Source: an optimization exercise on an open RTL-to-GDS flow (aim: small area and a short achievable clock period). Production flows keep margins and buffers that such runs may drop.
RTL that was checked went through simulation tests only; none was proved equivalent to the original.
The RTL of runs 1 and 2 was laid out without a check of its function.
Power figures rest on the tool's default switching activity, not on a simulated workload.

==> flow/design.v <==
package data_ram_bytelane_pkg;
    localparam int DEFAULT_DATA_BUS_WIDTH    = 16;
    localparam int DEFAULT_ADDRESS_BUS_WIDTH = 16;
    function automatic int clog2(input int unsigned value);
        int result;
        result = 0;
        for (int i = 0; i < 32; i++) begin
            if ((32'd1 << i) < value) begin
                result = i + 1;
            end
        end
        clog2 = result;
    endfunction
endpackage
module data_ram_bytelane_byte_array #(
    parameter int NUM_ENTRIES = 32
) (
    input  logic                      clk,
    input  logic [NUM_ENTRIES-1:0]    i_wr_en,
    input  logic [7:0]                i_wr_data,
    output logic [8*NUM_ENTRIES-1:0]  o_bytes
);
    logic [7:0] r_mem [NUM_ENTRIES];
    always_ff @(posedge clk) begin
        for (int k = 0; k < NUM_ENTRIES; k++) begin
            if (i_wr_en[k]) begin
                r_mem[k] <= i_wr_data;
            end
        end
    end
    always_comb begin
        for (int k = 0; k < NUM_ENTRIES; k++) begin
            o_bytes[8*k +: 8] = r_mem[k];
        end
    end
endmodule
module data_ram_bytelane_rd_grp (
    input  logic [63:0] i_bytes,
    input  logic [7:0]  i_sel,
    output logic [7:0]  o_byte
);
    always_comb begin
        o_byte = 8'h00;
        for (int k = 0; k < 8; k++) begin
            o_byte = o_byte | (i_bytes[8*k +: 8] & {8{i_sel[k]}});
        end
    end
endmodule
module data_ram_bytelane_rd_out (
    input  logic [31:0] i_grp_o,
    input  logic [31:0] i_grp_e,
    input  logic [3:0]  i_sel_o,
    input  logic [3:0]  i_sel_e,
    input  logic        i_hold,
    input  logic [7:0]  i_cur,
    output logic [7:0]  o_next
);
    always_comb begin
        o_next = i_cur & {8{i_hold}};
        for (int g = 0; g < 4; g++) begin
            o_next = o_next | (i_grp_o[8*g +: 8] & {8{i_sel_o[g]}})
                            | (i_grp_e[8*g +: 8] & {8{i_sel_e[g]}});
        end
    end
endmodule
module data_ram_bytelane_rd_sel (
    input  logic [5:0] i_addr,
    input  logic       i_rd,
    output logic [7:0] o_mem_o,
    output logic [7:0] o_mem_e,
    output logic [3:0] o_l0_o,
    output logic [3:0] o_l0_e,
    output logic [3:0] o_l1_o,
    output logic [3:0] o_l1_e,
    output logic       o_hold
);
    logic       a0;
    logic [3:0] grp;
    logic [3:0] grp_e;
    logic       wrap;
    always_comb begin
        a0 = i_addr[0];
        for (int l = 0; l < 8; l++) o_mem_o[l] = (i_addr[3:1] == 3'(l));
        for (int h = 0; h < 4; h++) grp[h] = (i_addr[5:4] == 2'(h));
        o_mem_e = a0 ? {o_mem_o[6:0], o_mem_o[7]} : o_mem_o;
        wrap    = a0 && (i_addr[3:1] == 3'd7);
        grp_e   = wrap ? {grp[2:0], 1'b0} : grp;
        o_l0_o  = grp   & {4{i_rd &&  a0}};
        o_l0_e  = grp_e & {4{i_rd && !a0}};
        o_l1_o  = grp   & {4{i_rd && !a0}};
        o_l1_e  = grp_e & {4{i_rd &&  a0}};
        o_hold  = !i_rd;
    end
endmodule
module data_ram_bytelane #(
    parameter int DATA_BUS_WIDTH    = data_ram_bytelane_pkg::DEFAULT_DATA_BUS_WIDTH,
    parameter int ADDRESS_BUS_WIDTH = data_ram_bytelane_pkg::DEFAULT_ADDRESS_BUS_WIDTH,
    parameter int NUM_BYTES         = 64
) (
    input  logic                          clk,
    input  logic                          rst_n,
    input  logic                          clear_req,
    input  logic                          req_valid,
    output logic                          req_ready,
    input  logic                          read_not_write,
    input  logic [ADDRESS_BUS_WIDTH-1:0]  address,
    input  logic [DATA_BUS_WIDTH/8-1:0]   byte_en,
    input  logic [DATA_BUS_WIDTH-1:0]     write_data,
    output logic                          rsp_valid,
    output logic                          rsp_err,
    output logic [DATA_BUS_WIDTH-1:0]     read_data,
    output logic                          busy
);
    localparam int IDX_W = data_ram_bytelane_pkg::clog2(NUM_BYTES);
    localparam int HALF  = NUM_BYTES / 2;
    logic        r_busy;
    logic        r_ready;
    logic        r_rsp_valid;
    logic        r_rsp_err;
    logic [15:0] r_rd_data;
    logic        w_hi_zero;
    logic        w_top;
    logic        w_err;
    logic        w_accept;
    logic        w_wr;
    logic        w_rd;
    logic        w_a0;
    logic [3:0]  w_pd_hi;        
    logic [7:0]  w_pd_lo;        
    logic [HALF-1:0] w_dec;      
    logic [HALF-1:0] w_dec_up;   
    logic        w_we_e_lo;
    logic        w_we_e_hi;
    logic        w_we_o;
    logic [HALF-1:0] w_en_e;
    logic [HALF-1:0] w_en_o;
    logic [7:0]  w_wd_e;
    logic [7:0]  w_wd_o;
    logic [8*HALF-1:0] w_bytes_e;
    logic [8*HALF-1:0] w_bytes_o;
    logic [7:0]  w_mem_o;
    logic [7:0]  w_mem_e;
    logic [3:0]  w_l0_o;
    logic [3:0]  w_l0_e;
    logic [3:0]  w_l1_o;
    logic [3:0]  w_l1_e;
    logic        w_hold;
    logic [31:0] w_grp_o;
    logic [31:0] w_grp_e;
    logic [15:0] w_rd_next;
    always_comb begin
        w_hi_zero = (address[ADDRESS_BUS_WIDTH-1:IDX_W] == '0);
        w_top     = &address[IDX_W-1:0];
        w_err     = !w_hi_zero || w_top;
        w_accept  = req_valid && r_ready && !clear_req;
        w_wr      = w_accept && !read_not_write && w_hi_zero;
        w_rd      = w_accept && read_not_write && !w_err;
        w_a0      = address[0];
        for (int h = 0; h < 4; h++) w_pd_hi[h] = (address[5:4] == 2'(h));
        for (int l = 0; l < 8; l++) w_pd_lo[l] = (address[3:1] == 3'(l));
        for (int k = 0; k < HALF; k++) w_dec[k] = w_pd_hi[k / 8] && w_pd_lo[k % 8];
        w_dec_up  = {w_dec[HALF-2:0], 1'b0};
        w_we_e_lo = w_wr && !w_a0 && byte_en[0];
        w_we_e_hi = w_wr &&  w_a0 && byte_en[1];
        w_we_o    = w_wr && (w_a0 ? byte_en[0] : byte_en[1]);
        for (int k = 0; k < HALF; k++) begin
            w_en_e[k] = r_busy || (w_dec[k] && w_we_e_lo) || (w_dec_up[k] && w_we_e_hi);
            w_en_o[k] = r_busy || (w_dec[k] && w_we_o && !((k == HALF - 1) && w_a0));
        end
        w_wd_e = r_busy ? 8'h00 : (w_a0 ? write_data[15:8] : write_data[7:0]);
        w_wd_o = r_busy ? 8'h00 : (w_a0 ? write_data[7:0]  : write_data[15:8]);
    end
    data_ram_bytelane_byte_array #(
        .NUM_ENTRIES (HALF)
    ) u_even (
        .clk       (clk),
        .i_wr_en   (w_en_e),
        .i_wr_data (w_wd_e),
        .o_bytes   (w_bytes_e)
    );
    data_ram_bytelane_byte_array #(
        .NUM_ENTRIES (HALF)
    ) u_odd (
        .clk       (clk),
        .i_wr_en   (w_en_o),
        .i_wr_data (w_wd_o),
        .o_bytes   (w_bytes_o)
    );
    data_ram_bytelane_rd_sel u_rd_sel (
        .i_addr  (address[5:0]),
        .i_rd    (w_rd),
        .o_mem_o (w_mem_o),
        .o_mem_e (w_mem_e),
        .o_l0_o  (w_l0_o),
        .o_l0_e  (w_l0_e),
        .o_l1_o  (w_l1_o),
        .o_l1_e  (w_l1_e),
        .o_hold  (w_hold)
    );
    for (genvar g = 0; g < 4; g++) begin : g_grp
        data_ram_bytelane_rd_grp u_grp_o (
            .i_bytes (w_bytes_o[64*g +: 64]),
            .i_sel   (w_mem_o),
            .o_byte  (w_grp_o[8*g +: 8])
        );
        data_ram_bytelane_rd_grp u_grp_e (
            .i_bytes (w_bytes_e[64*g +: 64]),
            .i_sel   (w_mem_e),
            .o_byte  (w_grp_e[8*g +: 8])
        );
    end
    data_ram_bytelane_rd_out u_out_l0 (
        .i_grp_o (w_grp_o),
        .i_grp_e (w_grp_e),
        .i_sel_o (w_l0_o),
        .i_sel_e (w_l0_e),
        .i_hold  (w_hold),
        .i_cur   (r_rd_data[7:0]),
        .o_next  (w_rd_next[7:0])
    );
    data_ram_bytelane_rd_out u_out_l1 (
        .i_grp_o (w_grp_o),
        .i_grp_e (w_grp_e),
        .i_sel_o (w_l1_o),
        .i_sel_e (w_l1_e),
        .i_hold  (w_hold),
        .i_cur   (r_rd_data[15:8]),
        .o_next  (w_rd_next[15:8])
    );
    always_ff @(posedge clk or negedge rst_n) begin
        if (!rst_n) begin
            r_busy      <= 1'b1;
            r_ready     <= 1'b0;
            r_rsp_valid <= 1'b0;
            r_rsp_err   <= 1'b0;
            r_rd_data   <= 16'h0000;
        end else begin
            r_busy      <= clear_req;
            r_ready     <= !clear_req;
            r_rsp_valid <= w_accept;
            r_rsp_err   <= w_accept && w_err;
            r_rd_data   <= w_rd_next;
        end
    end
    assign req_ready = r_ready;
    assign busy      = r_busy;
    assign rsp_valid = r_rsp_valid;
    assign rsp_err   = r_rsp_err;
    assign read_data = r_rd_data;
endmodule
==> flow/run.sh <==
#!/bin/bash
# synth_recipe.tcl (not shown) runs the flow's synth.tcl, then flattens the netlist and writes it again
# the make line also repeats each setting of config.mk as NAME=value (left out here)
make -C /OpenROAD-flow-scripts/flow DESIGN_CONFIG=/design/flow/config.mk WORK_HOME=/design/flow/orfs CLKGATE_MAP_FILE= SYNTH_SCRIPT=/design/flow/synth_recipe.tcl finish
==> flow/config.mk <==
export PLATFORM = sky130hd
export DESIGN_NAME = data_ram_bytelane
export DESIGN_NICKNAME = data_ram_bytelane
export VERILOG_FILES = /design/flow/design.v
export SDC_FILE = /design/flow/constraint.sdc
export NUM_CORES = 4
export LEC_CHECK = 0
export CAP_MARGIN = 20
export CORE_MARGIN = 2
export CORE_UTILIZATION = 50
export SETUP_SLACK_MARGIN = 1.5
export SLEW_MARGIN = 20
export SYNTH_HIERARCHICAL = 1
==> flow/constraint.sdc <==
create_clock -name core_clock -period 4.0 [get_ports {clk}]
set_input_delay 0.8000 -clock core_clock [delete_from_list [all_inputs] [get_ports {clk}]]
set_output_delay 0.8000 -clock core_clock [all_outputs]
set_load 0.01 [all_outputs]
==> impl_metrics.tcl, run 1 <==
set metrics [dict create \
    grt_max_degree 80 \
    die_area_um2 43300 \
    cp-end-kind "flop" \
    rsz0062_at_grt "yes" \
    yosys_most_used_dff "edfxtp_1" \
    worst_slew_pin_slew_ps 989 \
    die_x_um 208 \
    cts_hold_repair.buffers 0 \
    drv_cap 0 \
    port_buffers 58 \
    antenna_found_initial 0 \
    drv_slew 0 \
    overflow 0 \
    via_per_inst 6.58 \
    finalHoldViolCount 0 \
    synth-seq-cells 532 \
    finalCritPeriodShare_pct 63.2 \
    yosys-top-cells-area "edfxtp_1 (74%), a22oi_1 (9.8%), dfrtp_1 (2.3%), nand4_1 (2.0%), a221oi_2 (1.2%)" \
    final_cell_mix "edfxtp_1 (512), a22oi_1 (268), buf_4 (97)" \
    fin_setup_tns_ps 0 \
    synthArstFlopShare_pct 3.76 \
    syn_inst 1250 \
    detail_route.first_pass.iterations 9 \
    clock_latency_ps 590 \
    n_fill_cell 3008 \
    dr_wl_met2_um 26300 \
    power_density_nw_per_um2 504 \
    final_common_cell "edfxtp_1" \
    cts_buffer_depth 3 \
    avgSynthCellArea_um2 16.6 \
    wl_um 58100 \
    area_growth_pct 21.0 \
    gp_congestion 0.949 \
    syn_area_um2 20800 \
    outcome "timing/DRC/antenna clean" \
    synth.top_cell.area_share_pct 73.9 \
    cts_sinks 532 \
    rows 74 \
    ys_seq_area_share_pct 76.3 \
    die_y_um 208 \
    crit_required_ps 4530 \
    synth_edf_count 512 \
    hp-class "input pin to flop" \
    wl_met1_um 24200 \
    p_leak_nw 8.97 \
    grt_use_total_pct 26.7 \
    cts_root_buf "clkbuf_16" \
    irDropWorstVdd_mv 0.418 \
    multi_input_comb_area_um2 5050 \
    met3_length_um 5570 \
    clk_pin_slew_ps 60 \
    fmax_mhz 395 \
    core_um2 40900 \
    dp_slack_ps 385 \
    clock_skew_ps 15.0 \
    synth_nets 1289 \
    nets 1426 \
    first_global_vias 12600 \
    max-slew-margin-rel_pct 33.8 \
    antenna_left 0 \
    critPathMaxFanout 8 \
    cts_buffers 52 \
    yosysTopAreaCell "edfxtp_1" \
    ys_types 47 \
    top_layer "met4" \
    grt_pass1_wl_um 84500 \
    vias 12900 \
    ys_warn_count 12 \
    drive_gt1_share_pct 24.6 \
    critical_path_class "input pin to flop" \
    drt_iter0_markers 1412 \
    cts_tree "yes" \
    critical_path.startpoint_type "input pin" \
    ctsHtreeMaxLevel 2 \
    cp_data_arrival_time_ps 3050 \
    setup_viol 0 \
    post-dp-hpwl_um 36300 \
    io_pins 59 \
    regArea_um2 15900 \
    post-route-drc-count 0 \
    start_util_pct 50.8 \
    layout_setup_ws_ps 1470 \
    fin_crit_ps 2530 \
    wl_per_cell_um 29.6 \
]
-- layout make-up --
| type | count | share of cell area, % |
|---|---|---|
| sequential | 532 | 63.1 |
| inverter | 9 | 0.164 |
| multi-input combinational | 608 | 20.0 |
| clock inverter | 39 | 1.84 |
| timing repair buffer | 183 | 6.88 |
| tap | 532 | 2.64 |
| timing repair inverter | 1 | 0.0249 |
| antenna | 1 | 0.00994 |
| clock buffer | 57 | 5.33 |
-- kinds of logic after synthesis --
group / synth area share, %
AO/OA/AOI/OAI: 15.0
multiplexers: 1.12
flip-flops: 76.3
AND/OR/NAND/NOR: 5.16
buffers and inverters: 2.42
XOR/XNOR: 0.0421
-- per-module statistics from Yosys, one instance, submodules excluded, excerpt --
module                    copies in the design  cells
data_ram_bytelane_rd_out                     2     49
data_ram_bytelane                            1    201
data_ram_bytelane_rd_grp                     8     48
data_ram_bytelane_rd_sel                     1     55
-- synthesized netlist by cell type, types with 6 or more instances --
library cell and instances:
clkbuf_1 51, nand2b_1 6, nor3_1 9, a221oi_2 16, a222oi_1 16, edfxtp_1 512, mux2i_1 21, buf_1 34
nor2_1 40, nand2_1 16, nand4_1 66, dfrtp_1 19, a22o_1 16, a22oi_1 272, buf_6 8, nand3_1 21
a21o_1 30, inv_1 9, buf_2 7, o21bai_1 29
-- registers in the layout (all words and copies together) (netlist names) --
signal        flops
r_busy            1
r_rsp_err         1
r_rd_data        16
r_rsp_valid       1
r_ready           1
u_odd.r_mem     256
u_even.r_mem    256
-- final timing paths --
| check | depth (start not counted) | end | startpoint | slack (ps) |
|---|---|---|---|---|
| setup reg to reg | 6 | u_even.r_mem[14][5]$_DFFE_PP_ | r_ready$_DFF_PN0_ | 1720 |
| hold / removal | 1 | r_busy$_DFF_PN1_ | clear_req | 420 |
| hold reg to reg | 2 | r_rd_data[14]$_DFF_PN0_ | r_rd_data[14]$_DFF_PN0_ | 680 |
| setup / recovery | 10 | r_rd_data[12]$_DFF_PN0_ | address[11] | 1470 |
| max in group asynchronous | 1 | r_rd_data[7]$_DFF_PN0_ | rst_n | 2640 |
| min in group asynchronous | 1 | r_ready$_DFF_PN0_ | rst_n | 760 |
-- worst max-delay path, cell delays in order --
cell,delay (ps)
buf_6,90
or4_4,570
a311oi_4,330
and3_4,320
buf_4,130
nand2b_2,110
nor3_1,210
buf_4,210
a222oi_1,140
nand3_1,120
-- stage by stage --
stage               power (mW)  utilization [%]  hold WS (ps)  instance area [µm²]  instances
floorplan                 7.11                -           504                21000       1250
global placement          7.52             54.9           633                22500       1819
detailed placement        7.54             55.0           636                22500       1819
CTS                       12.7             61.2           649                25100       1956
global route              13.0             61.5           406                25200       1961
finish                    12.7             61.5           421                25200       1962
-- routing by layer --
metal | GRT usage [%] | up-vias
met2 | 40.1 | 667
met4 | 10.6 | 0
met3 | 5.68 | 122
met5 | 0 | -
met1 | 38.5 | 6609
li1 | - | 5514
-- power by group --
| part | total, mW | switching (mW) | internal (mW) |
|---|---|---|---|
| Sequential | 6.59 | 0.0845 | 6.50 |
| Clock | 5.16 | 2.04 | 3.12 |
| Combinational | 0.937 | 0.659 | 0.278 |
| Total | 12.7 | 2.78 | 9.90 |
-- repair_timing --
action,in CTS,in global routing
endpoints found under the setup margin,512,414
pin swaps,36,16
gates cloned,5,0
buffers inserted,36,5
resized for setup,102,47
==> run 2: changes to the inputs <==
--- a/flow/config.mk
+++ b/flow/config.mk
@@ -8,6 +8,7 @@
 export CAP_MARGIN = 20
 export CORE_MARGIN = 2
 export CORE_UTILIZATION = 50
+export CTS_BUF_LIST = sky130_fd_sc_hd__clkbuf_4 sky130_fd_sc_hd__clkbuf_8
 export SETUP_SLACK_MARGIN = 1.5
 export SLEW_MARGIN = 20
 export SYNTH_HIERARCHICAL = 1
==> impl_metrics.tcl, run 2 <==
set metrics [dict create \
    nets 1456 \
    yosys-top-cells-area "edfxtp_1 (74%), a22oi_1 (9.8%), dfrtp_1 (2.3%), nand4_1 (2.0%), a221oi_2 (1.2%)" \
    port_buffers 58 \
    synthArstFlopShare_pct 3.76 \
    wl_um 57500 \
    yosysTopAreaCell "edfxtp_1" \
    drive_gt1_share_pct 25.8 \
    ys_warn_count 12 \
    critical_path.startpoint_type "input pin" \
    antenna_left 0 \
    fmax_mhz 395 \
    final_cell_mix "edfxtp_1 (512), a22oi_1 (265), buf_4 (96)" \
    ctsHtreeMaxLevel 3 \
    p_int_mw 9.15 \
    core_um2 40900 \
    grt_use_total_pct 26.6 \
    overflow 0 \
    detail_route.first_pass.iterations 6 \
    max-slew-margin-rel_pct 35.3 \
    ys_seq_area_share_pct 76.3 \
    startpoint "address[3]" \
    cts_buffers 86 \
    syn_inst 1250 \
    drt_iter0_markers 1414 \
    swShare_pct 23.6 \
    die_area_um2 43300 \
    rows 74 \
    yosys_most_used_dff "edfxtp_1" \
    synth_edf_count 512 \
    reg2reg_to "u_even.r_mem[6][7]$_DFFE_PP_" \
    finalCritPeriodShare_pct 63.2 \
    worst_path_max_delay_cell "a222oi_1" \
    utilization_pct 61.1 \
    p_clk_share_pct 37.2 \
    power_density_nw_per_um2 479 \
    cts_sinks 532 \
    critical_path_class "input pin to flop" \
    final_common_cell "edfxtp_1" \
    cp-end-kind "flop" \
    total_power_mw 12.0 \
    cp_data_arrival_time_ps 3020 \
    slowest_delay_ps 650 \
    layout_setup_ws_ps 1470 \
    post-route-drc-count 0 \
    worst_slew_pin_slew_ps 968 \
    syn_area_um2 20800 \
    multi_input_comb_area_um2 5020 \
    cts_hold_repair.buffers 0 \
    grt_max_degree 80 \
    synth.top_cell.area_share_pct 73.9 \
    clock_latency_ps 640 \
    regToRegStartpoint "r_ready$_DFF_PN0_" \
    vias 13000 \
    regArea_um2 15900 \
    synth.most_common_cell "edfxtp_1" \
    antennaDiodeCount 0 \
    grt_pass1_wl_um 84500 \
    wl_per_cell_um 28.5 \
    setup_viol 0 \
    crit_chain "dlygate4sd2_1 > buf_6 > buf_12 > nand2b_4 > nor2_4 > buf_6 > a22oi_1 > nand4_1 > a222oi_1 > nand3_1" \
    first_global_vias 12600 \
    rsz0062_at_grt "yes" \
    dp_slack_ps 385 \
    io_pins 59 \
    irDropWorstVdd_mv 0.311 \
    ys_types 47 \
    power_frac_seq_pct 55.0 \
    avgSynthCellArea_um2 16.6 \
    cts_buffer_depth 3 \
    area_growth_pct 20.1 \
    cpMostUsedCell "buf_6" \
    cts_root_buf "clkbuf_8" \
    crit_required_ps 4490 \
    drv_cap 0 \
    synth-seq-cells 532 \
    gp_congestion 0.949 \
    via_per_inst 6.43 \
    die_y_um 208 \
    fin_setup_tns_ps 0 \
    cts_tree "yes" \
    outcome "timing/DRC/antenna clean" \
    post-dp-hpwl_um 36300 \
    r2r_cells 6 \
    rrSetupSlack_ps 1790 \
    start_util_pct 50.8 \
    crit_end "r_rd_data[4]$_DFF_PN0_" \
    antenna_found_initial 0 \
    hp-class "input pin to flop" \
    hold_slack_ps 384 \
    n_fill_cell 3078 \
    p_switching_mw 2.82 \
    synth_common_cells "edfxtp_1 (512), a22oi_1 (272), nand4_1 (66)" \
    clock_skew_ps 39.3 \
    synth_nets 1289 \
    p_leak_nw 8.94 \
    drv_slew 0 \
    p_comb_share_pct 7.8 \
    die_x_um 208 \
    clk_pin_slew_ps 60 \
    critPathMaxFanout 19 \
    finalHoldViolCount 0 \
    reg_top3 "u_even.r_mem x256, u_odd.r_mem x256, r_rd_data x16" \
    fin_crit_ps 2530 \
]
-- run 2: cell counts after synthesis --
No cell type changed its count.
-- run 2: worst min path at each step --
stage | endpoint | startpoint | slack (ps) | cells past startpoint
after floorplan | r_rd_data[0]$_DFF_PN0_ | rst_n | 500 | 0
after global placement | r_rd_data[6]$_DFF_PN0_ | r_rd_data[6]$_DFF_PN0_ | 630 | 2
after detailed placement | r_rd_data[14]$_DFF_PN0_ | r_rd_data[14]$_DFF_PN0_ | 640 | 2
after CTS | r_busy$_DFF_PN1_ | clear_req | 620 | 1
after global routing | r_busy$_DFF_PN1_ | clear_req | 350 | 1
final | r_busy$_DFF_PN1_ | clear_req | 380 | 1
-- run 2: layer usage --
| layer | vias to the layer above | share of wire, % | global-route usage (%) |
|---|---|---|---|
| met2 | 675 | 46 | 40.8 |
| met4 | 0 | 2.5 | 8.49 |
| met1 | 6634 | 43 | 39.0 |
| li1 | 5584 | - | - |
| met5 | - | 0 | 0 |
| met3 | 97 | 8.5 | 5.00 |
-- run 2: logic make-up (layout without fill, tap and decap cells) --
family	after synthesis	in the layout	share of synthesized area (%)
AO/OA/AOI/OAI	390	390	15.0
XOR/XNOR	1	1	0.0421
buffers and inverters	113	348	2.42
flip-flops	532	532	76.3
multiplexers	23	25	1.12
AND/OR/NAND/NOR	191	191	5.16
-- run 2: layout make-up --
class / count / share of cell area, %
Sequential cell: 532 / 63.5
Multi-Input combinational cell: 607 / 20.1
Inverter: 9 / 0.185
Tap cell: 532 / 2.66
Clock inverter: 51 / 1.12
Clock buffer: 107 / 5.44
Timing Repair Buffer: 181 / 7.00
-- run 2: per-module statistics from Yosys (local to each module, per instance), excerpt --
module	cells inside	flip-flops and latches	times used
data_ram_bytelane	201	20	1
data_ram_bytelane_rd_grp	48	0	8
data_ram_bytelane_rd_out	49	0	2
data_ram_bytelane_rd_sel	55	0	1
-- run 2: power groups by stage --
stage               sequential, mW  combinational [mW]  clock (mW)
floorplan                     6.68               0.432           0
global placement              6.69               0.828           0
detailed placement            6.70               0.842           0
CTS                           6.59               0.916        4.52
global route                  6.62               0.983        4.78
finish                        6.59               0.935        4.45
-- run 2: stage by stage --
step | instances | instance area (µm²)
final | 2019 | 25000
after global routing | 2019 | 25000
after CTS | 2012 | 24900
after detailed placement | 1819 | 22500
after global placement | 1819 | 22500
after floorplan | 1250 | 21000
-- run 2: repair_timing --
item	in CTS	in global routing
gates resized for setup	96	31
gates cloned	2	0
buffers inserted	33	7
endpoints found under the setup margin	469	382
pin swaps	35	26
-- run 2: worst max-delay path, delay by kind of cell --
kind | cells | cell delay, ps
compound gates | 2 | 840
simple gates | 4 | 610
buf+inv | 4 | 750
==> run 3: changes to the inputs <==
--- a/flow/design.v
+++ b/flow/design.v
@@ -64,32 +64,74 @@
     end
 endmodule
 module data_ram_bytelane_rd_sel (
-    input  logic [5:0] i_addr,
-    input  logic       i_rd,
-    output logic [7:0] o_mem_o,
-    output logic [7:0] o_mem_e,
-    output logic [3:0] o_l0_o,
-    output logic [3:0] o_l0_e,
-    output logic [3:0] o_l1_o,
-    output logic [3:0] o_l1_e,
-    output logic       o_hold
+    input  logic [15:0] i_addr,
+    input  logic        i_req_valid,
+    input  logic        i_ready,
+    input  logic        i_clear_req,
+    input  logic        i_rnw,
+    output logic [7:0]  o_mem_o,
+    output logic [7:0]  o_mem_e,
+    output logic [3:0]  o_l0_o,
+    output logic [3:0]  o_l0_e,
+    output logic [3:0]  o_l1_o,
+    output logic [3:0]  o_l1_e,
+    output logic        o_hold
 );
     logic       a0;
+    logic       rd;
     logic [3:0] grp;
     logic [3:0] grp_e;
     logic       wrap;
     always_comb begin
         a0 = i_addr[0];
+        rd = i_req_valid && i_ready && !i_clear_req && i_rnw
+             && (i_addr[15:6] == 10'd0) && !(&i_addr[5:0]);
         for (int l = 0; l < 8; l++) o_mem_o[l] = (i_addr[3:1] == 3'(l));
         for (int h = 0; h < 4; h++) grp[h] = (i_addr[5:4] == 2'(h));
         o_mem_e = a0 ? {o_mem_o[6:0], o_mem_o[7]} : o_mem_o;
         wrap    = a0 && (i_addr[3:1] == 3'd7);
         grp_e   = wrap ? {grp[2:0], 1'b0} : grp;
-        o_l0_o  = grp   & {4{i_rd &&  a0}};
-        o_l0_e  = grp_e & {4{i_rd && !a0}};
-        o_l1_o  = grp   & {4{i_rd && !a0}};
-        o_l1_e  = grp_e & {4{i_rd &&  a0}};
-        o_hold  = !i_rd;
+        o_l0_o  = grp   & {4{rd &&  a0}};
+        o_l0_e  = grp_e & {4{rd && !a0}};
+        o_l1_o  = grp   & {4{rd && !a0}};
+        o_l1_e  = grp_e & {4{rd &&  a0}};
+        o_hold  = !rd;
+    end
+endmodule
+module data_ram_bytelane_wr_dec (
+    input  logic [15:0] i_addr,
+    input  logic [1:0]  i_byte_en,
+    input  logic        i_req_valid,
+    input  logic        i_ready,
+    input  logic        i_clear_req,
+    input  logic        i_rnw,
+    input  logic        i_busy,
+    output logic [31:0] o_en_e,
+    output logic [31:0] o_en_o
+);
+    logic        a0;
+    logic        wr;
+    logic        we_e_lo;
+    logic        we_e_hi;
+    logic        we_o;
+    logic [3:0]  hi;
+    logic [7:0]  lo;
+    logic [31:0] dec;
+    logic [31:0] dec_up;
+    always_comb begin
+        a0 = i_addr[0];
+        wr = i_req_valid && i_ready && !i_clear_req && !i_rnw && (i_addr[15:6] == 10'd0);
+        for (int h = 0; h < 4; h++) hi[h] = (i_addr[5:4] == 2'(h));
+        for (int l = 0; l < 8; l++) lo[l] = (i_addr[3:1] == 3'(l));
+        for (int k = 0; k < 32; k++) dec[k] = hi[k / 8] && lo[k % 8];
+        dec_up  = {dec[30:0], 1'b0};
+        we_e_lo = wr && !a0 && i_byte_en[0];
+        we_e_hi = wr &&  a0 && i_byte_en[1];
+        we_o    = wr && (a0 ? i_byte_en[0] : i_byte_en[1]);
+        for (int k = 0; k < 32; k++) begin
+            o_en_e[k] = i_busy || (dec[k] && we_e_lo) || (dec_up[k] && we_e_hi);
+            o_en_o[k] = i_busy || (dec[k] && we_o && !((k == 31) && a0));
+        end
     end
 endmodule
 module data_ram_bytelane #(
@@ -118,20 +160,9 @@
     logic        r_rsp_valid;
     logic        r_rsp_err;
     logic [15:0] r_rd_data;
-    logic        w_hi_zero;
-    logic        w_top;
     logic        w_err;
     logic        w_accept;
-    logic        w_wr;
-    logic        w_rd;
     logic        w_a0;
-    logic [3:0]  w_pd_hi;        
-    logic [7:0]  w_pd_lo;        
-    logic [HALF-1:0] w_dec;      
-    logic [HALF-1:0] w_dec_up;   
-    logic        w_we_e_lo;
-    logic        w_we_e_hi;
-    logic        w_we_o;
     logic [HALF-1:0] w_en_e;
     logic [HALF-1:0] w_en_o;
     logic [7:0]  w_wd_e;
@@ -149,27 +180,23 @@
     logic [31:0] w_grp_e;
     logic [15:0] w_rd_next;
     always_comb begin
-        w_hi_zero = (address[ADDRESS_BUS_WIDTH-1:IDX_W] == '0);
-        w_top     = &address[IDX_W-1:0];
-        w_err     = !w_hi_zero || w_top;
-        w_accept  = req_valid && r_ready && !clear_req;
-        w_wr      = w_accept && !read_not_write && w_hi_zero;
-        w_rd      = w_accept && read_not_write && !w_err;
-        w_a0      = address[0];
-        for (int h = 0; h < 4; h++) w_pd_hi[h] = (address[5:4] == 2'(h));
-        for (int l = 0; l < 8; l++) w_pd_lo[l] = (address[3:1] == 3'(l));
-        for (int k = 0; k < HALF; k++) w_dec[k] = w_pd_hi[k / 8] && w_pd_lo[k % 8];
-        w_dec_up  = {w_dec[HALF-2:0], 1'b0};
-        w_we_e_lo = w_wr && !w_a0 && byte_en[0];
-        w_we_e_hi = w_wr &&  w_a0 && byte_en[1];
-        w_we_o    = w_wr && (w_a0 ? byte_en[0] : byte_en[1]);
-        for (int k = 0; k < HALF; k++) begin
-            w_en_e[k] = r_busy || (w_dec[k] && w_we_e_lo) || (w_dec_up[k] && w_we_e_hi);
-            w_en_o[k] = r_busy || (w_dec[k] && w_we_o && !((k == HALF - 1) && w_a0));
-        end
-        w_wd_e = r_busy ? 8'h00 : (w_a0 ? write_data[15:8] : write_data[7:0]);
-        w_wd_o = r_busy ? 8'h00 : (w_a0 ? write_data[7:0]  : write_data[15:8]);
-    end
+        w_err    = (address[ADDRESS_BUS_WIDTH-1:IDX_W] != '0) || (&address[IDX_W-1:0]);
+        w_accept = req_valid && r_ready && !clear_req;
+        w_a0     = address[0];
+        w_wd_e   = r_busy ? 8'h00 : (w_a0 ? write_data[15:8] : write_data[7:0]);
+        w_wd_o   = r_busy ? 8'h00 : (w_a0 ? write_data[7:0]  : write_data[15:8]);
+    end
+    data_ram_bytelane_wr_dec u_wr_dec (
+        .i_addr      (address),
+        .i_byte_en   (byte_en),
+        .i_req_valid (req_valid),
+        .i_ready     (r_ready),
+        .i_clear_req (clear_req),
+        .i_rnw       (read_not_write),
+        .i_busy      (r_busy),
+        .o_en_e      (w_en_e),
+        .o_en_o      (w_en_o)
+    );
     data_ram_bytelane_byte_array #(
         .NUM_ENTRIES (HALF)
     ) u_even (
@@ -187,8 +214,11 @@
         .o_bytes   (w_bytes_o)
     );
     data_ram_bytelane_rd_sel u_rd_sel (
-        .i_addr  (address[5:0]),
-        .i_rd    (w_rd),
+        .i_addr      (address),
+        .i_req_valid (req_valid),
+        .i_ready     (r_ready),
+        .i_clear_req (clear_req),
+        .i_rnw       (read_not_write),
         .o_mem_o (w_mem_o),
         .o_mem_e (w_mem_e),
         .o_l0_o  (w_l0_o),
--- a/flow/config.mk
+++ b/flow/config.mk
@@ -8,7 +8,6 @@
 export CAP_MARGIN = 20
 export CORE_MARGIN = 2
 export CORE_UTILIZATION = 50
-export CTS_BUF_LIST = sky130_fd_sc_hd__clkbuf_4 sky130_fd_sc_hd__clkbuf_8
 export SETUP_SLACK_MARGIN = 1.5
 export SLEW_MARGIN = 20
 export SYNTH_HIERARCHICAL = 1
==> impl_metrics.tcl, run 3 <==
set metrics [dict create \
    via_per_inst 6.71 \
    slowest_delay_ps 650 \
    reg_top3 "u_even.r_mem x256, u_odd.r_mem x256, r_rd_data x16" \
    wl_per_cell_um 31.6 \
    irDropWorstVdd_mv 0.404 \
    detail_route.first_pass.iterations 6 \
    synthArstFlopShare_pct 3.76 \
    grt_pass1_wl_um 89300 \
    port_buffers 58 \
    synth-seq-cells 532 \
    cpMostUsedCell "buf_4" \
    post-dp-hpwl_um 37800 \
    p_leak_nw 8.89 \
    hp-class "input pin to async pin" \
    nets 1460 \
    finalHoldViolCount 0 \
    rows 74 \
    clk_pin_slew_ps 60 \
    start_util_pct 51.0 \
    setup_viol 0 \
    grt_max_degree 36 \
    first_global_vias 12900 \
    avgSynthCellArea_um2 16.7 \
    die_y_um 208 \
    finalCritPeriodShare_pct 61.7 \
    crit_chain "clkbuf_2 > buf_6 > buf_4 > nor3b_4 > mux2_4 > buf_4 > a22oi_1 > nand4_1 > a22o_1 > a221oi_2 > nand3_1" \
    ctsHtreeMaxLevel 2 \
    io_pins 59 \
    max-slew-margin-rel_pct 38.3 \
    instances_no_fill 1995 \
    overflow 0 \
    die_x_um 208 \
    clock_latency_ps 610 \
    die_area_um2 43500 \
    power_density_nw_per_um2 496 \
    crit_buf_inv 4 \
    antenna_found_initial 0 \
    yosys_most_used_dff "edfxtp_1" \
    cts_tree "yes" \
    cts_buffer_depth 3 \
    worst_slew_pin_slew_ps 924 \
    drv_slew 0 \
    antennaDiodeCount 0 \
    synth_edf_count 512 \
    ys_types 50 \
    cts_sinks 532 \
    yosysTopAreaCell "edfxtp_1" \
    critPathMaxFanout 7 \
    fin_setup_tns_ps 0 \
    cp-end-kind "flop" \
    place_inst 1845 \
    final_cell_mix "edfxtp_1 (512), a22oi_1 (258), buf_4 (125)" \
    clock_skew_ps 27.8 \
    ys_seq_area_share_pct 76.0 \
    cts_root_buf "clkbuf_16" \
    post-route-drc-count 0 \
    drv_cap 0 \
    critical_path.startpoint_type "input pin" \
    n_fill_cell 2960 \
    cp_data_arrival_time_ps 3000 \
    synth_common_cells "edfxtp_1 (512), a22oi_1 (274), nand4_1 (70)" \
    outcome "timing/DRC/antenna clean" \
    grt_use_total_pct 28.5 \
    syn_inst 1255 \
    synth_nets 1294 \
    syn_area_um2 20900 \
    crit_family "simple AND/OR/NAND/NOR gates" \
    wl_um 63000 \
    area_growth_pct 20.9 \
    drt_iter0_markers 1753 \
    synth.most_common_cell "edfxtp_1" \
    crit_required_ps 4540 \
    rsz0062_at_grt "yes" \
    hold_slack_ps 176 \
    vias 13400 \
    critical_path_class "input pin to flop" \
    total_power_mw 12.5 \
    gp_congestion 0.919 \
    synth.top_cell.area_share_pct 73.6 \
    ys_warn_count 13 \
    worst_path_max_delay_cell "nor3b_4" \
    final_common_cell "edfxtp_1" \
    yosys-top-cells-area "edfxtp_1 (74%), a22oi_1 (9.8%), dfrtp_1 (2.3%), nand4_1 (2.1%), a221oi_2 (1.1%)" \
    cts_buffers 53 \
    antenna_left 0 \
    core_um2 41000 \
    fin_crit_ps 2470 \
    cts_hold_repair.buffers 0 \
    fmax_mhz 405 \
    drive_gt1_share_pct 23.9 \
]
-- run 3: cell count changes in the layout (fill, tap and decap cells not counted), sizes merged, moves of 21 or more --
cell    change
o21bai     -29
clkinv     -22
clkbuf     -34
o21ai      +56
buf        +21
a21o       -30
-- run 3: repair_timing --
action                     4_1_cts  5_1_grt
resized for setup               62       52
setup endpoints to repair      421      243
gates cloned                     8        6
setup buffers                   30        9
pin swaps                       26       21
-- run 3: layer usage --
layer / vias to the layer above / wire length [µm] / GRT usage, %
li1: 5642 / - / -
met1: 6852 / 24800 / 38.8
met2: 780 / 30600 / 46.5
met3: 119 / 5450 / 4.82
met4: 0 / 2140 / 10.4
met5: - / 0 / 0
-- run 3: where the power goes --
group          total, mW  internal, mW  switching, mW
logic              0.983         0.290          0.693
clock network       4.97          2.89           2.07
registers           6.60          6.50         0.0941
total               12.5          9.69           2.86
-- run 3: cells by family (layout without fill, tap and decap cells) --
group,count (synthesis),after routing,synth area share (%)
mux,24,33,1.20
flops,532,532,76.0
compound gates,394,395,14.5
xor+xnor,2,2,0.0838
simple gates,193,193,5.68
buf+inv,110,308,2.57
-- run 3: worst paths after layout --
path / start / end / slack [ps] / cells past startpoint
worst max-delay path: address[1] / r_rd_data[6]$_DFF_PN0_ / 1530 / 11
worst min-delay path: rst_n / r_rd_data[0]$_DFF_PN0_ / 180 / 1
worst max register to register: r_ready$_DFF_PN0_ / r_rd_data[2]$_DFF_PN0_ / 1940 / 7
worst min register to register: r_ready$_DFF_PN0_ / r_rsp_valid$_DFF_PN0_ / 650 / 1
max in group asynchronous: rst_n / r_rd_data[8]$_DFF_PN0_ / 3430 / 1
min in group core_clock: address[1] / r_rsp_err$_DFF_PN0_ / 620 / 4
-- run 3: area by class of cell --
type,count,area (µm²),share of cell area (%)
clock buffer,66,1420,5.61
inverter,5,26.3,0.104
multi-input combinational,623,5020,19.8
sequential,532,15900,62.8
tap,532,666,2.63
timing repair buffer,206,1960,7.77
clock inverter,31,304,1.20
-- run 3: per-module statistics from Yosys, one instance, submodules excluded, a selection --
module	times used	area, µm²
data_ram_bytelane	1	815
data_ram_bytelane_wr_dec	1	855
data_ram_bytelane_rd_grp	8	320
data_ram_bytelane_rd_sel	1	420
data_ram_bytelane_rd_out	2	437
-- run 3: worst reg2reg max path, stage by stage (launching register included) --
cell and delay (ps):
dfrtp_1 400, and4b_1 360, nand4_1 140, buf_4 180, a41o_4 290, a22o_1 250
a221oi_2 190, nand3_1 110
-- run 3: metrics by stage --
step,cell area [µm²],worst slack [ps],util (%)
final,25300,1530,61.6
after global routing,25300,1470,61.6
after global placement,22500,335,55.0
after CTS,24900,1490,60.7
after floorplan,20900,1430,-
after detailed placement,22500,299,55.0
==> run 4: changes to the inputs <==
--- a/flow/config.mk
+++ b/flow/config.mk
@@ -8,6 +8,8 @@
 export CAP_MARGIN = 20
 export CORE_MARGIN = 2
 export CORE_UTILIZATION = 50
+export CTS_CLUSTER_DIAMETER = 100
+export CTS_CLUSTER_SIZE = 30
 export SETUP_SLACK_MARGIN = 1.5
 export SLEW_MARGIN = 20
 export SYNTH_HIERARCHICAL = 1
==> impl_metrics.tcl, run 4 <==
set metrics [dict create \
    outcome "timing/DRC/antenna clean" \
    synth_edf_count 512 \
    cp-end-kind "flop" \
    cpMostUsedCell "buf_6" \
    syn_inst 1255 \
    reg2reg_to "r_rd_data[8]$_DFF_PN0_" \
    placed_cell_area_um2 22500 \
    utilization_pct 59.6 \
    crit_chain "clkbuf_2 > buf_6 > buf_6 > nor3b_4 > buf_4 > buf_12 > a22oi_1 > nand4_1 > a222oi_1 > nand3_1" \
    core_um2 41000 \
    rows 74 \
    via_per_inst 6.77 \
    first_global_vias 12700 \
    drv_cap 0 \
    final_common_cell "edfxtp_1" \
    max-slew-margin-rel_pct 37.5 \
    die_x_um 208 \
    final_cell_mix "edfxtp_1 (512), a22oi_1 (250), buf_4 (138)" \
    ys_warn_count 13 \
    vias 13200 \
    clock_skew_ps 27.9 \
    synth_common_cells "edfxtp_1 (512), a22oi_1 (274), nand4_1 (70)" \
    clk_pin_slew_ps 120 \
    cts_root_buf "clkbuf_16" \
    synth.top_cell.area_share_pct 73.6 \
    rrSetupSlack_ps 1810 \
    critical_path.startpoint_type "input pin" \
    detail_route.first_pass.iterations 6 \
    wl_um 63400 \
    fin_setup_tns_ps 0 \
    p_leak_nw 8.46 \
    drv_slew 0 \
    post-route-drc-count 0 \
    syn_area_um2 20900 \
    setup_viol 0 \
    clock_latency_ps 580 \
    area_growth_pct 16.9 \
    regToRegStartpoint "r_ready$_DFF_PN0_" \
    fin_crit_ps 2550 \
    cts_hold_repair.buffers 0 \
    yosys_most_used_dff "edfxtp_1" \
    drive_gt1_share_pct 22.4 \
    synth_nets 1294 \
    ctsHtreeMaxLevel 1 \
    n_fill_cell 3051 \
    die_y_um 208 \
    synthArstFlopShare_pct 3.76 \
    cts_sinks 532 \
    gp_congestion 0.919 \
    cts_tree "yes" \
    finalCritPeriodShare_pct 63.8 \
    cp_data_arrival_time_ps 2980 \
    ys_seq_area_share_pct 76.0 \
    avgSynthCellArea_um2 16.7 \
    io_pins 59 \
    irDropWorstVdd_mv 0.368 \
    overflow 0 \
    post-dp-hpwl_um 37800 \
    fin_area_um2 24400 \
    port_buffers 58 \
    slowest_delay_ps 770 \
    antenna_found_initial 0 \
    yosysTopAreaCell "edfxtp_1" \
    cts_buffer_depth 3 \
    start_util_pct 51.0 \
    wl_per_cell_um 32.5 \
    ys_types 50 \
    cts_buffers 21 \
    hp-class "input pin to async pin" \
    crit_required_ps 4430 \
    grt_pass1_wl_um 90300 \
    synth.most_common_cell "edfxtp_1" \
    rsz0062_at_grt "yes" \
    grt_max_degree 33 \
    power_density_nw_per_um2 419 \
    yosys-top-cells-area "edfxtp_1 (74%), a22oi_1 (9.8%), dfrtp_1 (2.3%), nand4_1 (2.1%), a221oi_2 (1.1%)" \
    fmax_mhz 392 \
    synth-seq-cells 532 \
    finalHoldViolCount 0 \
    critPathMaxFanout 16 \
    grt_use_total_pct 28.8 \
    worst_path_max_delay_cell "a222oi_1" \
    drt_iter0_markers 1821 \
    nets 1447 \
    critical_path_class "input pin to flop" \
    reg_top3 "u_even.r_mem x256, u_odd.r_mem x256, r_rd_data x16" \
    die_area_um2 43500 \
    worst_slew_pin_slew_ps 936 \
    antenna_left 0 \
    r2r_cells 6 \
]
==> run 4: cell types whose count changed in the layout (fill, tap and decap cells not counted), sizes merged, moves of 3 or more <==
cell	before	now
clkbuf	74	38
bufbuf	0	3
clkinv	22	0
bufinv	6	0
buf	145	164
==> run 4: area by class of cell <==
class | count | area, µm² | share of cell area, %
multi-input cells | 625 | 5110 | 20.9
flip-flops and latches | 532 | 15900 | 65.0
clock buffers | 35 | 578 | 2.37
repair buffers | 223 | 2170 | 8.88
well taps | 532 | 666 | 2.72
inverters | 5 | 26.3 | 0.108
clock inverters | 1 | 8.76 | 0.0358
diodes | 1 | 2.50 | 0.0102
==> run 4: cell families after synthesis <==
| kind of cell | synth area share (%) |
|---|---|
| xor+xnor | 0.0838 |
| simple gates | 5.68 |
| buf+inv | 2.57 |
| flops | 76.0 |
| mux | 1.20 |
| compound gates | 14.5 |
==> run 4: metal layers <==
metal  global-route usage [%]  wire, µm  share of wire, %
met1                     39.2     25100                40
met3                     4.60      5040               7.9
met5                        0         0                 0
met4                     8.63      2190               3.5
met2                     48.3     31100                49
==> run 4: power by group <==
group          internal, mW  total (mW)  switching [mW]
Sequential             6.49        6.59          0.0959
Clock                  1.01        2.64            1.62
Combinational         0.319        1.02           0.704
Total                  7.82        10.2            2.42
==> run 4: per-stage QoR <==
| step | hold slack [ps] | cells | power [mW] | setup slack (ps) |
|---|---|---|---|---|
| 2_1_floorplan | 504 | 1255 | 7.10 | 1430 |
| 6_report | 195 | 1954 | 10.2 | 1450 |
| 5_1_grt | 217 | 1953 | 10.5 | 1480 |
| 3_3_place_gp | 599 | 1845 | 7.54 | 335 |
| 4_1_cts | 645 | 1944 | 10.2 | 1500 |
| 3_5_place_dp | 618 | 1845 | 7.57 | 299 |
==> run 4: worst max path at each step <==
| stage | to | slack (ps) | startpoint |
|---|---|---|---|
| floorplan | u_odd.r_mem[24][0]$_DFFE_PP_ | 1430 | address[6] |
| global placement | r_rd_data[6]$_DFF_PN0_ | 330 | address[2] |
| detailed placement | r_rd_data[6]$_DFF_PN0_ | 300 | address[2] |
| CTS | r_rd_data[8]$_DFF_PN0_ | 1500 | address[1] |
| global route | r_rd_data[3]$_DFF_PN0_ | 1480 | clear_req |
| finish | r_rd_data[8]$_DFF_PN0_ | 1450 | address[1] |
==> run 4: modules after synthesis, one instance, submodules excluded, excerpt <==
module                    cell area, µm²  cells  flip-flops and latches  copies in the design
data_ram_bytelane_rd_out             437     49                       0                     2
data_ram_bytelane                    815     66                      20                     1
data_ram_bytelane_wr_dec             855    133                       0                     1
data_ram_bytelane_rd_grp             320     48                       0                     8
data_ram_bytelane_rd_sel             420     62                       0                     1
==> run 4: critical path: cells and delay by family <==
kind                   cells  cell delay [ps]
AOI/OAI and AO/OA          2              960
buffers and inverters      5              680
and+or+nand+nor            3              500
==> run 4: timing repair <==
item | CTS | global route
setup endpoints to repair | 478 | 200
pin swaps | 49 | 25
cloned | 15 | 2
gates resized for setup | 91 | 43
setup buffers | 48 | 7
==> run 5: changes to the inputs <==
--- a/flow/config.mk
+++ b/flow/config.mk
@@ -8,8 +8,6 @@
 export CAP_MARGIN = 20
 export CORE_MARGIN = 2
 export CORE_UTILIZATION = 50
-export CTS_CLUSTER_DIAMETER = 100
-export CTS_CLUSTER_SIZE = 30
-export SETUP_SLACK_MARGIN = 1.5
+export SETUP_SLACK_MARGIN = 2.0
 export SLEW_MARGIN = 20
 export SYNTH_HIERARCHICAL = 1
==> impl_metrics.tcl, run 5 <==
set metrics [dict create \
    antenna_left 0 \
    ys_types 50 \
    synth_edf_count 512 \
    critical_path_class "input pin to flop" \
    port_buffers 58 \
    met3_length_um 6080 \
    synth_common_cells "edfxtp_1 (512), a22oi_1 (274), nand4_1 (70)" \
    grt_use_total_pct 30.8 \
    worst_path_max_delay_cell "a222oi_1" \
    start_util_pct 51.0 \
    reg2reg_to "r_rd_data[12]$_DFF_PN0_" \
    cts_sinks 532 \
    fin_setup_tns_ps 0 \
    grt_max_degree 42 \
    p_leak_nw 9.80 \
    gp_congestion 0.950 \
    finalCritPeriodShare_pct 60.7 \
    ys_seq_area_share_pct 76.0 \
    syn_area_um2 20900 \
    layout_setup_ws_ps 1570 \
    cts_hold_repair.buffers 0 \
    power_density_nw_per_um2 449 \
    hp-class "input pin to async pin" \
    yosysTopAreaCell "edfxtp_1" \
    antenna_found_initial 0 \
    max-slew-margin-rel_pct 42.7 \
    slowest_delay_ps 500 \
    synth.top_cell.area_share_pct 73.6 \
    critPathMaxFanout 8 \
    antennaDiodeCount 0 \
    crit_required_ps 4450 \
    io_pins 59 \
    die_x_um 208 \
    grt_pass1_wl_um 96000 \
    syn_inst 1255 \
    final_common_cell "edfxtp_1" \
    cts_root_buf "clkbuf_16" \
    n_fill_cell 2648 \
    ctsHtreeMaxLevel 2 \
    rows 74 \
    post-dp-hpwl_um 36100 \
    synth_nets 1294 \
    synth-seq-cells 532 \
    wl_per_cell_um 32.8 \
    yosys_most_used_dff "edfxtp_1" \
    wl_met1_um 26000 \
    crit_chain "buf_8 > buf_12 > nor3b_4 > buf_12 > buf_16 > buf_12 > a22oi_2 > nand4_1 > buf_6 > a222oi_1 > buf_4 > nand3_1" \
    final_cell_mix "edfxtp_1 (512), a22oi_1 (190), buf_4 (112)" \
    cts_buffers 53 \
    cp_data_arrival_time_ps 2880 \
    clock_skew_ps 26.7 \
    cts_tree "yes" \
    reg_top3 "u_even.r_mem x256, u_odd.r_mem x256, r_rd_data x16" \
    worst_slew_pin_slew_ps 858 \
    rsz0062_at_grt "yes" \
    overflow 0 \
    dr_wl_met2_um 33000 \
    cts_buffer_depth 3 \
    via_per_inst 6.76 \
    post-route-drc-count 0 \
    clk_pin_slew_ps 70 \
    detail_route.first_pass.iterations 9 \
    yosys-top-cells-area "edfxtp_1 (74%), a22oi_1 (9.8%), dfrtp_1 (2.3%), nand4_1 (2.1%), a221oi_2 (1.1%)" \
    finalHoldViolCount 0 \
    first_global_vias 13900 \
    vias 14000 \
    fmax_mhz 412 \
    avgSynthCellArea_um2 16.7 \
    die_area_um2 43500 \
    clock_latency_ps 590 \
    ys_warn_count 13 \
    dp_slack_ps 303 \
    critical_path.startpoint_type "input pin" \
    crit_family "buffers and inverters" \
    area_growth_pct 33.6 \
    nets 1544 \
    regToRegStartpoint "r_ready$_DFF_PN0_" \
    drive_gt1_share_pct 38.3 \
    r2r_cells 6 \
    drv_cap 0 \
    outcome "timing/DRC/antenna clean" \
    setup_viol 0 \
    rrSetupSlack_ps 1860 \
    top_layer "met4" \
    crit_buf_inv 7 \
    cpMostUsedCell "buf_12" \
    cp-end-kind "flop" \
    wl_um 68100 \
    fin_crit_ps 2430 \
    synthArstFlopShare_pct 3.76 \
    synth.most_common_cell "edfxtp_1" \
    core_um2 41000 \
    drv_slew 0 \
    die_y_um 208 \
    irDropWorstVdd_mv 0.438 \
    drt_iter0_markers 1627 \
]
run 5: worst max-delay path by stage:
stage               start                       to  slack (ps)  cells after the start
6_report       address[3]   r_rd_data[5]$_DFF_PN0_        1570                     12
5_1_grt        address[3]  r_rd_data[12]$_DFF_PN0_        1600                     10
3_3_place_gp   address[1]   r_rd_data[6]$_DFF_PN0_         350                      8
4_1_cts        address[3]  r_rd_data[12]$_DFF_PN0_        1790                     10
3_5_place_dp   address[1]   r_rd_data[7]$_DFF_PN0_         300                      7
2_1_floorplan  address[0]  r_rd_data[14]$_DFF_PN0_        1670                      9
run 5: worst register-to-register path, delay by kind of cell (launching register included):
kind | cells | cell delay [ps]
and+or+nand+nor | 4 | 760
AOI/OAI and AO/OA | 1 | 610
buffers and inverters | 1 | 190
DFF | 1 | 420
run 5: area by class of cell:
class	count	area [µm²]	share of cell area [%]
sequential	532	15900	56.9
multi-input combinational	627	6180	22.1
timing repair buffer	286	3550	12.7
clock buffer	72	1410	5.04
tap	532	666	2.38
clock inverter	23	190	0.681
inverter	5	50.0	0.179
run 5: routing by layer:
layer,vias up,track usage (%)
li1,5827,-
met1,7261,40.5
met2,752,50.6
met3,200,6.04
met4,0,12.3
met5,-,0
run 5: logic make-up (layout without fill, tap and decap cells):
kind of cell	count (synthesis)	in the layout	synth area share (%)
xor+xnor	2	2	0.0838
flops	532	532	76.0
buf+inv	110	386	2.57
mux	24	35	1.20
simple gates	193	195	5.68
compound gates	394	395	14.5
run 5: per-module statistics from Yosys, one instance, submodules excluded, a selection:
module                    cells  copies in the design  flip-flops and latches
data_ram_bytelane_rd_grp     48                     8                       0
data_ram_bytelane_rd_out     49                     2                       0
data_ram_bytelane_wr_dec    133                     1                       0
data_ram_bytelane_rd_sel     62                     1                       0
data_ram_bytelane            66                     1                      20
run 5: per-stage QoR:
| stage | util [%] | cell area [µm²] | hold WS, ps | power, mW | instances |
|---|---|---|---|---|---|
| after global routing | 68.1 | 27900 | 204 | 12.9 | 2077 |
| final | 68.1 | 27900 | 194 | 12.5 | 2077 |
| after global placement | 55.8 | 22900 | 590 | 7.55 | 1800 |
| after detailed placement | 55.9 | 22900 | 603 | 7.57 | 1801 |
| after CTS | 66.4 | 27200 | 477 | 12.5 | 2047 |
| after floorplan | - | 21700 | 504 | 7.17 | 1255 |
run 5: where the power goes:
group	total (mW)	switching [mW]	internal, mW
sequential	6.61	0.104	6.50
clock	4.66	2.01	2.65
combinational	1.26	0.788	0.470
total	12.5	2.90	9.62
run 5: what timing repair did:
item	4_1_cts	5_1_grt
setup buffers	127	25
cloned	24	5
setup endpoints to repair	696	659
resized for setup	299	123
pin swaps	135	69
==> run 6: changes to the inputs <==
--- a/flow/config.mk
+++ b/flow/config.mk
@@ -8,6 +8,9 @@
 export CAP_MARGIN = 20
 export CORE_MARGIN = 2
 export CORE_UTILIZATION = 50
-export SETUP_SLACK_MARGIN = 2.0
+export CTS_CLUSTER_DIAMETER = 100
+export CTS_CLUSTER_SIZE = 20
+export PLACE_DENSITY = 0.8
+export SETUP_SLACK_MARGIN = 1.5
 export SLEW_MARGIN = 20
 export SYNTH_HIERARCHICAL = 1
==> impl_metrics.tcl, run 6 <==
set metrics [dict create \
    die_x_um 208 \
    cts_root_buf "clkbuf_16" \
    finalHoldViolCount 0 \
    synth-seq-cells 532 \
    cts_hold_repair.buffers 0 \
    antenna_found_initial 1 \
    synth_edf_count 512 \
    fin_crit_ps 2550 \
    drv_cap 0 \
    hp-class "input pin to flop" \
    met3_length_um 6790 \
    grt_use_total_pct 25.8 \
    ys_warn_count 13 \
    die_y_um 208 \
    overflow 0 \
    die_area_um2 43500 \
    wl_um 57700 \
    finalCritPeriodShare_pct 63.7 \
    p_int_mw 8.22 \
    critPathMaxFanout 8 \
    antenna_left 0 \
    area_growth_pct 15.3 \
    top_layer "met4" \
    utilization_pct 58.7 \
    cts_buffer_depth 3 \
    worst_path_max_delay_cell "a222oi_1" \
    via_per_inst 6.84 \
    detail_route.first_pass.iterations 9 \
    drt_iter0_markers 1996 \
    drive_gt1_share_pct 20.1 \
    synthArstFlopShare_pct 3.76 \
    wl_per_cell_um 29.6 \
    synth.most_common_cell "edfxtp_1" \
    post-route-drc-count 0 \
    p_switching_mw 2.44 \
    critical_path.startpoint_type "input pin" \
    critical_path_class "input pin to flop" \
    outcome "timing/DRC/antenna clean" \
    gp_congestion 0.996 \
    fmax_mhz 393 \
    syn_area_um2 20900 \
    core_um2 41000 \
    max-slew-margin-rel_pct 28.1 \
    ys_seq_area_share_pct 76.0 \
    dp_slack_ps 66.5 \
    p_clk_share_pct 29.6 \
    min_path_cells 1 \
    avgSynthCellArea_um2 16.7 \
    clk_pin_slew_ps 90 \
    wl_met1_um 20800 \
    cts_buffers 30 \
    cts_tree "yes" \
    crit_required_ps 4430 \
    post-dp-hpwl_um 36700 \
    layout_setup_ws_ps 1450 \
    crit_chain "clkdlybuf4s50_1 > nor3b_2 > nand4_4 > nor3_1 > buf_4 > a222oi_1 > nand3_1" \
    drv_slew 0 \
    port_buffers 58 \
    fin_setup_tns_ps 0 \
    yosysTopAreaCell "edfxtp_1" \
    grt_max_degree 35 \
    final_common_cell "edfxtp_1" \
    grt_pass1_wl_um 83100 \
    cp-end-kind "flop" \
    yosys_most_used_dff "edfxtp_1" \
    hold_slack_ps 382 \
    ys_types 50 \
    power_frac_seq_pct 61.8 \
    synth.top_cell.area_share_pct 73.6 \
    dr_wl_met2_um 27600 \
    swShare_pct 22.9 \
    rsz0062_at_grt "yes" \
    r2r_cells 6 \
    reg_top3 "u_even.r_mem x256, u_odd.r_mem x256, r_rd_data x16" \
    start_util_pct 51.0 \
    clock_skew_ps 19.7 \
    cp_data_arrival_time_ps 2980 \
    cts_sinks 532 \
    ctsHtreeMaxLevel 1 \
    final_cell_mix "edfxtp_1 (512), a22oi_1 (268), buf_4 (141)" \
    slowest_delay_ps 700 \
    p_comb_share_pct 8.6 \
    syn_inst 1255 \
    worst_slew_pin_slew_ps 1080 \
    yosys-top-cells-area "edfxtp_1 (74%), a22oi_1 (9.8%), dfrtp_1 (2.3%), nand4_1 (2.1%), a221oi_2 (1.1%)" \
    power_density_nw_per_um2 442 \
    first_global_vias 12800 \
    synth_nets 1294 \
    vias 13300 \
    setup_viol 0 \
    io_pins 59 \
    nets 1431 \
    rows 74 \
    p_leak_nw 8.35 \
    clock_latency_ps 600 \
    irDropWorstVdd_mv 0.458 \
    synth_common_cells "edfxtp_1 (512), a22oi_1 (274), nand4_1 (70)" \
]
[run 6: changes by cell type in the layout (fill, tap and decap cells not counted), moves of 9 or more]
cell and delta:
dlymetal6s2s_1 +9, buf_4 +29, buf_2 -15, a22oi_1 +78, buf_6 -38, buf_12 -67, o21ai_1 +24, a22oi_2 -78
clkinv_1 -12, clkbuf_16 -25, clkdlybuf4s50_1 +26, o21ai_4 -44, o21ai_0 +22
[run 6: what timing repair did]
item                                    4_1_cts  5_1_grt
setup buffers                                16        8
pin swaps                                    10       10
cloned                                        3        2
endpoints found under the setup margin      378      137
resized for setup                            52       28
[run 6: metal layers]
metal | GRT usage (%) | vias up
li1 | - | 5561
met1 | 34.3 | 6673
met2 | 41.6 | 913
met3 | 6.20 | 183
met4 | 9.85 | 0
met5 | 0 | -
[run 6: final cells by class]
cell class	count	area [µm²]
clock inverter	1	8.76
tap	532	666
timing repair buffer	206	1800
inverter	5	22.5
clock buffer	55	866
fill	2967	16900
antenna	1	2.50
multi-input combinational	617	4840
sequential	532	15900
[run 6: power by group through the flow]
stage	Sequential (mW)	Combinational (mW)	Clock, mW
finish	6.59	0.916	3.15
detailed placement	6.72	0.830	0
floorplan	6.68	0.421	0
CTS	6.59	0.877	3.17
global placement	6.70	0.803	0
global route	6.61	0.956	3.37
[run 6: path summary, 6_finish.rpt]
path	start	end	slack, ps
worst max-delay path	address[4]	r_rd_data[11]$_DFF_PN0_	1450
worst min-delay path	clear_req	r_busy$_DFF_PN1_	380
worst max register to register	r_ready$_DFF_PN0_	r_rd_data[11]$_DFF_PN0_	1820
worst min register to register	r_ready$_DFF_PN0_	r_rsp_valid$_DFF_PN0_	650
max in group asynchronous	rst_n	r_busy$_DFF_PN1_	3100
min in group asynchronous	rst_n	r_rd_data[2]$_DFF_PN0_	590
[run 6: Yosys stat by module, one instance, submodules excluded, a selection]
module	times used	flip-flops and latches	cells
data_ram_bytelane_rd_sel	1	0	62
data_ram_bytelane	1	20	66
data_ram_bytelane_rd_grp	8	0	48
data_ram_bytelane_rd_out	2	0	49
data_ram_bytelane_wr_dec	1	0	133
[run 6: kinds of logic (layout without fill, tap and decap cells)]
logic type	count (synthesis)	after routing	synth area share (%)
flip-flops	532	532	76.0
other	0	1	0
XOR/XNOR	2	2	0.0838
AO/OA/AOI/OAI	394	395	14.5
buffers and inverters	110	267	2.57
AND/OR/NAND/NOR	193	195	5.68
multiplexers	24	25	1.20
[run 6: critical path: cells and delay by family]
family,cells,cell delay (ps)
AOI/OAI and AO/OA,1,700
buffers and inverters,2,800
and+or+nand+nor,4,680
[run 6: per-stage QoR]
| step | area, µm² | std cells | power, mW |
|---|---|---|---|
| global placement | 22700 | 1863 | 7.50 |
| CTS | 23900 | 1938 | 10.6 |
| global route | 24100 | 1948 | 10.9 |
| finish | 24100 | 1949 | 10.7 |
| floorplan | 20900 | 1255 | 7.10 |
| detailed placement | 22700 | 1863 | 7.55 |
==> run 7: changes to the inputs <==
--- a/flow/config.mk
+++ b/flow/config.mk
@@ -7,10 +7,10 @@
 export LEC_CHECK = 0
 export CAP_MARGIN = 20
 export CORE_MARGIN = 2
-export CORE_UTILIZATION = 50
+export CORE_UTILIZATION = 60
 export CTS_CLUSTER_DIAMETER = 100
 export CTS_CLUSTER_SIZE = 20
-export PLACE_DENSITY = 0.8
-export SETUP_SLACK_MARGIN = 1.5
+export PLACE_DENSITY = 0.75
+export SETUP_SLACK_MARGIN = 1.7
 export SLEW_MARGIN = 20
 export SYNTH_HIERARCHICAL = 1
==> impl_metrics.tcl, run 7 <==
set metrics [dict create \
    irDropWorstVdd_mv 0.487 \
    r2r_cells 7 \
    critPathMaxFanout 8 \
    syn_inst 1255 \
    nets 1463 \
    cp-end-kind "flop" \
    fmax_mhz 408 \
    yosys_most_used_dff "edfxtp_1" \
    detail_route.first_pass.iterations 14 \
    critical_path_class "input pin to flop" \
    wl_um 63200 \
    drt_iter0_markers 2782 \
    reg_top3 "u_even.r_mem x256, u_odd.r_mem x256, r_rd_data x16" \
    grt_pass1_wl_um 85100 \
    finalHoldViolCount 0 \
    area_growth_pct 20.5 \
    cts_buffers 30 \
    die_x_um 191 \
    reg2reg_to "r_rd_data[0]$_DFF_PN0_" \
    total_power_mw 10.8 \
    port_buffers 58 \
    cp_data_arrival_time_ps 2680 \
    cts_root_buf "clkbuf_16" \
    layout_setup_ws_ps 1550 \
    worst_path_max_delay_cell "o21ai_2" \
    worst_slew_pin_slew_ps 1030 \
    antenna_left 0 \
    start_util_pct 60.7 \
    avgSynthCellArea_um2 16.7 \
    synth-seq-cells 532 \
    ys_seq_area_share_pct 76.0 \
    gp_congestion 0.942 \
    grt_use_total_pct 32.5 \
    setup_viol 0 \
    fin_crit_ps 2450 \
    synth.most_common_cell "edfxtp_1" \
    cts_hold_repair.buffers 0 \
    wl_per_cell_um 33.2 \
    die_area_um2 36300 \
    post-dp-hpwl_um 35300 \
    critical_path.startpoint_type "input pin" \
    hold_slack_ps 173 \
    power_density_nw_per_um2 428 \
    drv_cap 0 \
    crit_chain "clkdlybuf4s50_1 > mux2_2 > nand3b_1 > o21ai_2" \
    synth.top_cell.area_share_pct 73.6 \
    final_common_cell "edfxtp_1" \
    antennaDiodeCount 0 \
    synth_edf_count 512 \
    clock_skew_ps 11.6 \
    hp-class "input pin to async pin" \
    crit_required_ps 4230 \
    rsz0062_at_grt "yes" \
    finalCritPeriodShare_pct 61.3 \
    startpoint "byte_en[1]" \
    drv_slew 0 \
    die_y_um 191 \
    rrSetupSlack_ps 1790 \
    drive_gt1_share_pct 28.1 \
    syn_area_um2 20900 \
    slowest_delay_ps 650 \
    cp.depth 4 \
    crit_buf_inv 1 \
    synthArstFlopShare_pct 3.76 \
    final_cell_mix "edfxtp_1 (512), a22oi_1 (233), buf_4 (131)" \
    first_global_vias 12900 \
    antenna_found_initial 5 \
    post-route-drc-count 0 \
    dp_slack_ps 119 \
    grt_max_degree 35 \
    outcome "timing/DRC/antenna clean" \
    overflow 0 \
    utilization_pct 73.1 \
    max-slew-margin-rel_pct 31.3 \
    clk_pin_slew_ps 90 \
    clock_latency_ps 600 \
    yosysTopAreaCell "edfxtp_1" \
    instances_no_fill 1903 \
    core_um2 34500 \
    via_per_inst 7.38 \
    io_pins 59 \
    rows 68 \
    cts_tree "yes" \
    synth_common_cells "edfxtp_1 (512), a22oi_1 (274), nand4_1 (70)" \
    crit_family "compound AO/OA/AOI/OAI gates" \
    placed_cell_area_um2 22500 \
    yosys-top-cells-area "edfxtp_1 (74%), a22oi_1 (9.8%), dfrtp_1 (2.3%), nand4_1 (2.1%), a221oi_2 (1.1%)" \
    ys_warn_count 13 \
    p_leak_nw 8.80 \
    place_inst 1741 \
    cts_sinks 532 \
    cts_buffer_depth 3 \
    ctsHtreeMaxLevel 1 \
    synth_nets 1294 \
    fin_setup_tns_ps 0 \
    vias 14000 \
    regToRegStartpoint "r_ready$_DFF_PN0_" \
    ys_types 50 \
    fin_area_um2 25200 \
]
## run 7: cell counts after synthesis
Identical to the previous run, type by type.
## run 7: metal layers
layer,vias to the layer above,track usage (%),wire (µm)
li1,5640,-,-
met1,6968,43.5,22000
met2,1125,52.8,29600
met3,294,7.69,7720
met4,8,11.6,3820
met5,-,0,53
## run 7: report_power, final
group / total (mW) / leakage [nW] / switching [mW] / internal (mW)
Sequential: 6.60 / 5.54 / 0.102 / 6.49
Combinational: 1.04 / 2.85 / 0.713 / 0.331
Clock: 3.14 / 0.413 / 1.68 / 1.46
Total: 10.8 / 8.80 / 2.50 / 8.28
## run 7: what timing repair did
| action | 4_1_cts | 5_1_grt |
|---|---|---|
| buffers inserted | 28 | 56 |
| pin swaps | 17 | 54 |
| endpoints found under the setup margin | 546 | 338 |
| resized for setup | 128 | 97 |
| gates cloned | 11 | 11 |
## run 7: worst register-to-register path, stage by stage (launching register included)
cell	delay, ps
dfrtp_1	430
and4b_2	300
nand4_4	120
nor2_1	70
buf_4	180
a222oi_1	680
buf_4	240
nand3_1	70
## run 7: how the worst max path moves through the flow
stage / to / slack (ps)
after floorplan: u_odd.r_mem[21][0]$_DFFE_PP_ / 1520
after global placement: r_rd_data[12]$_DFF_PN0_ / 210
after detailed placement: r_rd_data[15]$_DFF_PN0_ / 120
after CTS: u_odd.r_mem[27][5]$_DFFE_PP_ / 1680
after global routing: u_odd.r_mem[18][5]$_DFFE_PP_ / 1550
final: u_odd.r_mem[18][1]$_DFFE_PP_ / 1550
## run 7: Yosys stat by module (local to each module, per instance), a selection
| module | cell area [µm²] | flip-flops and latches |
|---|---|---|
| data_ram_bytelane | 815 | 20 |
| data_ram_bytelane_rd_grp | 320 | 0 |
| data_ram_bytelane_rd_out | 437 | 0 |
| data_ram_bytelane_rd_sel | 420 | 0 |
| data_ram_bytelane_wr_dec | 855 | 0 |
## run 7: area by class of cell
type                       count  area (µm²)
timing repair buffer         231        2320
fill                        2014        9260
clock inverter                 2        12.5
sequential                   532       15900
multi-input combinational    623        5490
timing repair inverter         1        8.76
clock buffer                  54         862
inverter                       5        46.3
tap                          455         569
## run 7: logic make-up after synthesis
| kind of cell | count (synthesis) | synth area share, % |
|---|---|---|
| mux | 24 | 1.20 |
| xor+xnor | 2 | 0.0838 |
| flops | 532 | 76.0 |
| compound gates | 394 | 14.5 |
| simple gates | 193 | 5.68 |
| buf+inv | 110 | 2.57 |

[re-timing with driven ports]
The flow's constraints put no driver on any port. The routed layouts listed below were extracted and timed again, unchanged, in two steps. Step 1 assumes that a clkbuf_16 drives the clock port and a buf_2 every other input. Step 2, shift: input delay + t, output delay - t, t = (earliest + latest rising clock arrival at the registers) / 2. This alone moves slack from input paths to output paths. Three values: ideal, step 1, step 2; two values: the first two.
run | t (ns) | setup slack, ns | worst data-port slew with drivers (ns)
run 1 | 0.637 | 1.471 / 1.494 / 0.856 | 0.05
run 2 | 0.674 | 1.471 / 1.474 / 0.822 | 0.06
run 3 | 0.654 | 1.532 / 1.483 / 0.884 | 0.10
run 4 | 0.617 | 1.446 / 1.467 / 0.850 | 0.10
run 5 | 0.635 | 1.571 / 1.578 / 0.943 | 0.09
run 6 | 0.641 | 1.453 / 1.446 / 0.805 | 0.10
run 7 | 0.643 | 1.548 / 1.559 / 0.916 | 0.11
After both steps every run listed still meets setup and hold. The setup slack of run 2, which loses most, moves by +0.003 ns with the drivers and by -0.649 ns with both steps.
